Context: an optimization exercise on an open-source flow, tuned for small area and a short achievable clock period. The choices shown serve that exercise and are no tape-out recipe.
No functional check of the RTL was part of this run.
Power figures rest on the tool's default switching activity, not on a simulated workload.

`flow/design.v`:
```
`timescale 1ns/10ps
package ccPkg;
	parameter int CellCount = 16;
	parameter int WordWidth = 32;
	parameter int VoltWidth = WordWidth / 2;
	parameter int CouplingY = 8;
	parameter int CouplingXY = 3;
	parameter int CouplingShift = 6;
	parameter int SinkCredits = 2;
endpackage
`timescale 1ns/10ps
module wordLineLoader #(
	parameter int WordLinesPerBlock = 8192
) (
	input logic clk,
	input logic reset,
	input logic inValid,
	input logic [ccPkg::CellCount*ccPkg::WordWidth-1:0] inWords,
	output logic laneValid,
	output logic [ccPkg::CellCount*ccPkg::VoltWidth-1:0] laneVictim,
	output logic [ccPkg::CellCount*ccPkg::VoltWidth-1:0] laneStep
);
	localparam int CellCount = ccPkg::CellCount;
	localparam int WordWidth = ccPkg::WordWidth;
	localparam int VoltWidth = ccPkg::VoltWidth;
	localparam int LineBits = CellCount * VoltWidth;
	localparam int CountWidth = $clog2(WordLinesPerBlock);
	logic [CountWidth-1:0] wordCount;
	logic blockStart;
	logic [LineBits-1:0] clampedStep;
	logic [LineBits-1:0] stepQ;
	logic [LineBits-1:0] presentQ;
	assign blockStart = (wordCount == '0);
	always_comb
	begin
		for (int c = 0; c < CellCount; c++)
		begin
			logic [VoltWidth-1:0] p;
			logic [VoltWidth-1:0] i;
			p = inWords[c*WordWidth+VoltWidth +: VoltWidth];
			i = inWords[c*WordWidth +: VoltWidth];
			clampedStep[c*VoltWidth +: VoltWidth] = (p > i && !blockStart) ? p - i : '0;
		end
	end
	always_ff @(posedge clk or posedge reset)
	begin
		if (reset)
		begin
			wordCount <= '0;
			laneValid <= 1'b0;
		end
		else
		begin
			laneValid <= inValid;
			if (inValid)
				wordCount <= (wordCount == CountWidth'(WordLinesPerBlock - 1)) ? '0 : wordCount + 1'b1;
		end
	end
	always_ff @(posedge clk)
	begin
		stepQ <= clampedStep;
		for (int c = 0; c < CellCount; c++)
			presentQ[c*VoltWidth +: VoltWidth] <= inWords[c*WordWidth+VoltWidth +: VoltWidth];
	end
	always_ff @(posedge clk or posedge reset)
	begin
		if (reset)
			laneVictim <= '0;
		else if (laneValid)
			laneVictim <= presentQ;
	end
	assign laneStep = stepQ;
endmodule
`timescale 1ns/10ps
module couplingCell (
	input logic [ccPkg::VoltWidth-1:0] victim,
	input logic [ccPkg::VoltWidth-1:0] stepSelf,
	input logic [ccPkg::VoltWidth-1:0] stepLeft,
	input logic [ccPkg::VoltWidth-1:0] stepRight,
	output logic [ccPkg::VoltWidth-1:0] cellVth
);
	localparam int VoltWidth = ccPkg::VoltWidth;
	localparam int CouplingShift = ccPkg::CouplingShift;
	localparam int TotalWidth = VoltWidth + CouplingShift + 1;
	logic [TotalWidth-1:0] total;
	always_comb
	begin
		total = {1'b0, victim, {CouplingShift{1'b0}}}
			+ (TotalWidth'(stepSelf) << 3)
			+ TotalWidth'(stepLeft) + (TotalWidth'(stepLeft) << 1)
			+ TotalWidth'(stepRight) + (TotalWidth'(stepRight) << 1);
		cellVth = total[TotalWidth-1] ? '1 : total[TotalWidth-2:CouplingShift];
	end
endmodule
`timescale 1ns/10ps
module vthCollector (
	input logic clk,
	input logic reset,
	input logic push,
	input logic [ccPkg::CellCount*ccPkg::VoltWidth-1:0] pushVth,
	output logic outValid,
	output logic [ccPkg::CellCount*ccPkg::VoltWidth-1:0] outVth,
	input logic outCredit,
	output logic inCredit
);
	localparam int LineBits = ccPkg::CellCount * ccPkg::VoltWidth;
	localparam int Depth = 3;
	logic [LineBits-1:0] store [Depth];
	logic [Depth-1:0] wrSlot;
	logic [Depth-1:0] rdSlot;
	logic [1:0] fill;
	logic [1:0] credits;
	logic [2:0] owed;
	logic pop;
	assign pop = (fill != 2'd0) && (credits != 2'd0);
	assign outValid = pop;
	assign inCredit = ((owed != 3'd0) || pop) && ({1'b0, owed} + {2'b00, credits} >= 4'd2);
	always_comb
	begin
		outVth = '0;
		for (int i = 0; i < Depth; i++)
			outVth = outVth | (store[i] & {LineBits{rdSlot[i]}});
	end
	always_ff @(posedge clk)
	begin
		for (int i = 0; i < Depth; i++)
			if (push && wrSlot[i])
				store[i] <= pushVth;
	end
	always_ff @(posedge clk or posedge reset)
	begin
		if (reset)
		begin
			wrSlot <= 3'b001;
			rdSlot <= 3'b001;
			fill <= 2'd0;
			credits <= 2'd2;
			owed <= 3'd0;
		end
		else
		begin
			if (push)
				wrSlot <= {wrSlot[1:0], wrSlot[2]};
			if (pop)
				rdSlot <= {rdSlot[1:0], rdSlot[2]};
			fill <= fill + {1'b0, push} - {1'b0, pop};
			credits <= credits + {1'b0, outCredit} - {1'b0, pop};
			owed <= owed + {2'b00, pop} - {2'b00, inCredit};
		end
	end
endmodule
`timescale 1ns/10ps
module cciChannel #(
	parameter int WordLinesPerBlock = 8192
) (
	input logic clk,
	input logic reset,
	input logic inValid,
	input logic [ccPkg::CellCount*ccPkg::WordWidth-1:0] inWords,
	output logic inCredit,
	output logic outValid,
	output logic [ccPkg::CellCount*ccPkg::VoltWidth-1:0] outVth,
	input logic outCredit
);
	localparam int CellCount = ccPkg::CellCount;
	localparam int VoltWidth = ccPkg::VoltWidth;
	localparam int LineBits = CellCount * VoltWidth;
	logic laneValid;
	logic [LineBits-1:0] laneVictim;
	logic [LineBits-1:0] laneStep;
	logic [LineBits-1:0] cellVth;
	wordLineLoader #(
		.WordLinesPerBlock(WordLinesPerBlock)
	) i_loader (
		.clk(clk),
		.reset(reset),
		.inValid(inValid),
		.inWords(inWords),
		.laneValid(laneValid),
		.laneVictim(laneVictim),
		.laneStep(laneStep)
	);
	for (genvar c = 0; c < CellCount; c++)
	begin : gCell
		couplingCell i_cell (
			.victim(laneVictim[c*VoltWidth +: VoltWidth]),
			.stepSelf(laneStep[c*VoltWidth +: VoltWidth]),
			.stepLeft((c == 0) ? '0 : laneStep[(c-1)*VoltWidth +: VoltWidth]),
			.stepRight((c == CellCount - 1) ? '0 : laneStep[(c+1)*VoltWidth +: VoltWidth]),
			.cellVth(cellVth[c*VoltWidth +: VoltWidth])
		);
	end
	vthCollector i_collector (
		.clk(clk),
		.reset(reset),
		.push(laneValid),
		.pushVth(cellVth),
		.outValid(outValid),
		.outVth(outVth),
		.outCredit(outCredit),
		.inCredit(inCredit)
	);
endmodule
```
`flow/run.sh`:
```
#!/bin/bash
# synth_recipe.tcl (not shown) runs the flow's synth.tcl, then flattens the netlist and writes it again
# the make line also repeats each setting of config.mk as NAME=value (left out here)
make -C /OpenROAD-flow-scripts/flow DESIGN_CONFIG=/design/flow/config.mk WORK_HOME=/design/flow/orfs CLKGATE_MAP_FILE= SYNTH_SCRIPT=/design/flow/synth_recipe.tcl finish
```
`flow/config.mk`:
```
export PLATFORM = sky130hd
export DESIGN_NAME = cciChannel
export DESIGN_NICKNAME = cciChannel
export VERILOG_FILES = /design/flow/design.v
export SDC_FILE = /design/flow/constraint.sdc
export NUM_CORES = 4
export LEC_CHECK = 0
export CAP_MARGIN = 20
export CORE_MARGIN = 2
export CORE_UTILIZATION = 40
export PLACE_DENSITY = 0.6
export SLEW_MARGIN = 20
```
`flow/constraint.sdc`:
```
create_clock -name core_clock -period 7.5 [get_ports {clk}]
set_input_delay 1.5000 -clock core_clock [delete_from_list [all_inputs] [get_ports {clk}]]
set_output_delay 1.5000 -clock core_clock [all_outputs]
set_load 0.01 [all_outputs]
```
==> notes.md <==
* Status: finished clean
* Ratio of cells with drive above 1 in the final layout at 0.06507
* Synth area leaders: edfxtp_1 (24%), fa_1 (17%), dfxtp_1 (11%)
* Hold EP: i_loader.laneVictim[111]$_DFFE_PP0P_
* Detailed Routing Iterations Pass 1 at 8
* Sequential fraction of the synthesis area at 0.4193
* Root buf cell: clkbuf_16
* Post-synth ARST share at 0.1811
* Routed len/inst at 22.52 microns
* Total number of vias at 65310
* Max Clock Freq at 172.6 MHz
* Syn Inst Count at 8586
* Cell area after placement at 107900 sq um
* Post-CTS sizing at 0
* Finished layout cell area at 114100 sq um
* Max IR drop VDD at 0.0002705 V
* Fin crit share at 0.7724
* RSZ-0062 raised after global routing: no
* Area share of the largest cell type after synthesis at 0.2394
* Worst EP arrival at 6390 ps
* Vias in the first global route at 67880
* Worst hold path stage count at 1
* Remaining Overflow, GRT at 0
* Synth Warn # at 4
* Chip height at 494.8 microns
* # hold bufs at CTS at 0
* Post-synth EDFFs at 768
* I/O Buffers at 773
* Worst Skew at 49.95 ps
* Hold Violations, Final at 0
* DP HPWL at 228000 microns
* R2R Path Start: i_loader.stepQ[113]$_SDFF_PN0_
* I/O pins at 774
* CP Launch Point: i_loader.stepQ[113]$_SDFF_PN0_
* DRT iter0 DRCs at 5224
* CTS buffer count at 176
* H-tree levels at 4
* Worst Tran Pin Value at 1159 ps
* Post-Place Setup Slack at 1741 ps
* Maxcap violations at 0
* Max clock buf depth at 3
* Clock latency (worst-skew pair) at 860 ps
* First-pass GRT wire length at 429100 microns
* Mapped Area at 96340 sq um
* Required time worst endpoint at 8100 ps
* End of the worst register-to-register path: i_collector.store[2][116]$_DFFE_PP_
* Crit. End Element: flip-flop
* Hold Path Origin: i_loader.presentQ[111]$_DFF_P_
* TritonCTS clock tree: built
* Worst path cell trace: inv_1 -> fa_1 -> fa_1 -> inv_1 -> fa_1 -> ha_1 -> nand4b_1 -> o21ai_0 -> and3_1 -> o211ai_1 -> a211oi_1 -> nor2_1 -> o221ai_1 -> a31oi_1 -> buf_4 -> o21ai_0
* Most used DFF post-synth: edfxtp_1
* Post-route ant nets at 0
* Worst-path clk slew at 60 ps
* Area growth from synthesis to layout at 18.44%
* Worst min-delay path class: reg2reg
* Residual DRC at 0
* Buf/Inv on CP at 3
* Die Wd at 494.8 microns
* Most used cell, CP: fa_1
* Rel. slew slack at 0.2276
* Starting Density at 0.4013
* Final max-slew violation count at 0
* Row cnt at 180
* Setup violations, final at 0
* Largest net degree at the start of global routing at 121
* Max FO, Critical Path at 10
* Setup crit start kind: flip-flop
* Initial antenna violation count at 20
* Nets at 11530
* Post-CTS repair timing setup buffer count at 0
* Syn_area_per_cell at 11.22 sq um
* CP Class: reg2reg
* CP max-delay cell: dfxtp_1
* #FFs+latches synth at 1563
* Final wirelength at 287500 microns
* Synth Net Count at 10690
* Clock tree sinks at 1563
* Setup TNS at 0 ps
* Clock period minus worst slack at 5793 ps
* Reg2Reg Setup Slack at 1710 ps
* Tot GR Track Use at 0.2344
* Gpl congestion at 0.8976
* CP peak stage delay at 690 ps
* Setup ws final at 1707 ps
* Critical path's top delay family: compound AO/OA/AOI/OAI gates
* Via/cell ratio at 5.117
* Area leader, netlist: edfxtp_1
* Most common cell after layout, fill and taps aside: inv_1
* Leak at 0.05323 uW
* PD cells at 444.4 nW/um^2
* Cell depth of the worst flop-to-flop path at 16
* Hold_ws at 441.8 ps
* Die area at 244800 sq um
* Post-synth cell types at 91
* Commonest cells after routing, fill and taps aside: inv_1 (2060), fa_1 (810), ha_1 (781)
* Core ar. at 240100 sq um
-- per-stage QoR --
step           instances  utilization  power (uW)
3_5_place_dp       12420       0.4493       41670
2_1_floorplan       8586            -       33710
5_1_grt            12760       0.4753       55200
6_report           12760       0.4753       50710
3_3_place_gp       12420       0.4493       40740
4_1_cts            12760       0.4751       51070
-- cells by family (layout without fill, tap and decap cells) --
logic type / after synthesis / count (layout) / share of synthesized area
flip-flops: 1563 / 1563 / 0.4193
multiplexers: 258 / 258 / 0.03004
XOR/XNOR: 362 / 362 / 0.03291
AND/OR/NAND/NOR: 1344 / 1344 / 0.06707
other: 0 / 4 / 0
AO/OA/AOI/OAI: 1246 / 1246 / 0.09379
adder cells (fa/ha/maj): 1591 / 1591 / 0.2697
buffers and inverters: 2222 / 3210 / 0.08713
-- worst max path at each step --
stage / end / slack, ps / depth (start not counted)
6_report: i_collector.store[2][116]$_DFFE_PP_ / 1710 / 16
3_3_place_gp: i_collector.store[0][112]$_DFFE_PP_ / 1710 / 17
3_5_place_dp: i_collector.store[0][112]$_DFFE_PP_ / 1740 / 17
5_1_grt: i_collector.store[1][112]$_DFFE_PP_ / 1250 / 17
2_1_floorplan: i_collector.store[0][0]$_DFFE_PP_ / 260 / 3
4_1_cts: i_collector.store[1][112]$_DFFE_PP_ / 1670 / 17
-- area by class of cell --
cell class                 instances  area (sq um)
clock buffer                     234          4912
antenna                            4         10.01
timing repair buffer             816          8202
inverter                        2061          7740
fill                           22030        126000
tap                             3185          3985
sequential                      1563         40410
clock inverter                    99          1271
multi-input combinational       4801         47580
-- power by group --
part           leakage, uW  internal [uW]  switching [uW]
Sequential          0.0145          13500             676
Clock              0.00300           5410            3760
Combinational       0.0357          10500           16800
-- synth_stat cells, drive strengths merged, types with 10 or more instances --
master     n
a41oi     13
nand2    294
nand2b    66
xor2     177
fa       810
nor2     409
nand4b    11
clkbuf   134
a222oi   256
o21ai    237
and2      25
dfxtp    512
mux2     249
or4       10
a311oi    14
a211oi    18
nor4      25
a31oi     34
dfrtp    280
a21boi    17
nand4     61
o31ai     17
a21o     145
o21bai    50
o21a      56
xnor2    185
edfxtp   768
a21oi    265
buf       27
nor3     156
ha       781
nand3     59
a211o     11
a221oi    12
and3      41
nor2b    115
o41ai     17
a221o     10
or3       44
inv     2061
-- sequential cells by signal, indices dropped and copies added, names as in the netlist --
| name | count |
|---|---|
| i_collector.store | 768 |
| i_loader.laneVictim | 256 |
| i_loader.wordCount | 13 |
| i_collector.credits | 2 |
| i_collector.rdSlot | 3 |
| i_loader.stepQ | 256 |
| i_loader.laneValid | 1 |
| i_collector.wrSlot | 3 |
| i_collector.fill | 2 |
| i_loader.presentQ | 256 |
| i_collector.owed | 3 |
-- per-layer routing --
layer  wire [microns]  global-route usage  part of all wire
met1           131700              0.3338              0.46
met3            16850             0.03579             0.059
met5               11                   0          0.000038
met4             8158             0.06598             0.028
met2           130800              0.3706              0.45

==> re-timing with driven ports <==
Ports are ideal in the flow. The routed layout listed here was re-timed in OpenROAD. Step 1, drivers: a clkbuf_16 drives clk and a buf_2 each remaining input, both assumed. Step 2 moves the port delays by t, midway between the first and last clock arrival at a register: inputs arrive t later, outputs are due t later. That takes back most of the time a late clock gives input paths. Slacks: ideal / step 1 / step 2; pairs: ideal / step 1.
t, ns: 0.933
slack for setup (ns): 1.707 / 1.707 / 1.707
cell pins on the clock port's net: 1
After both steps setup and hold are still met in this run. For this run, drivers alone change the setup slack by 0.000 ns; drivers and shift together by 0.000 ns.
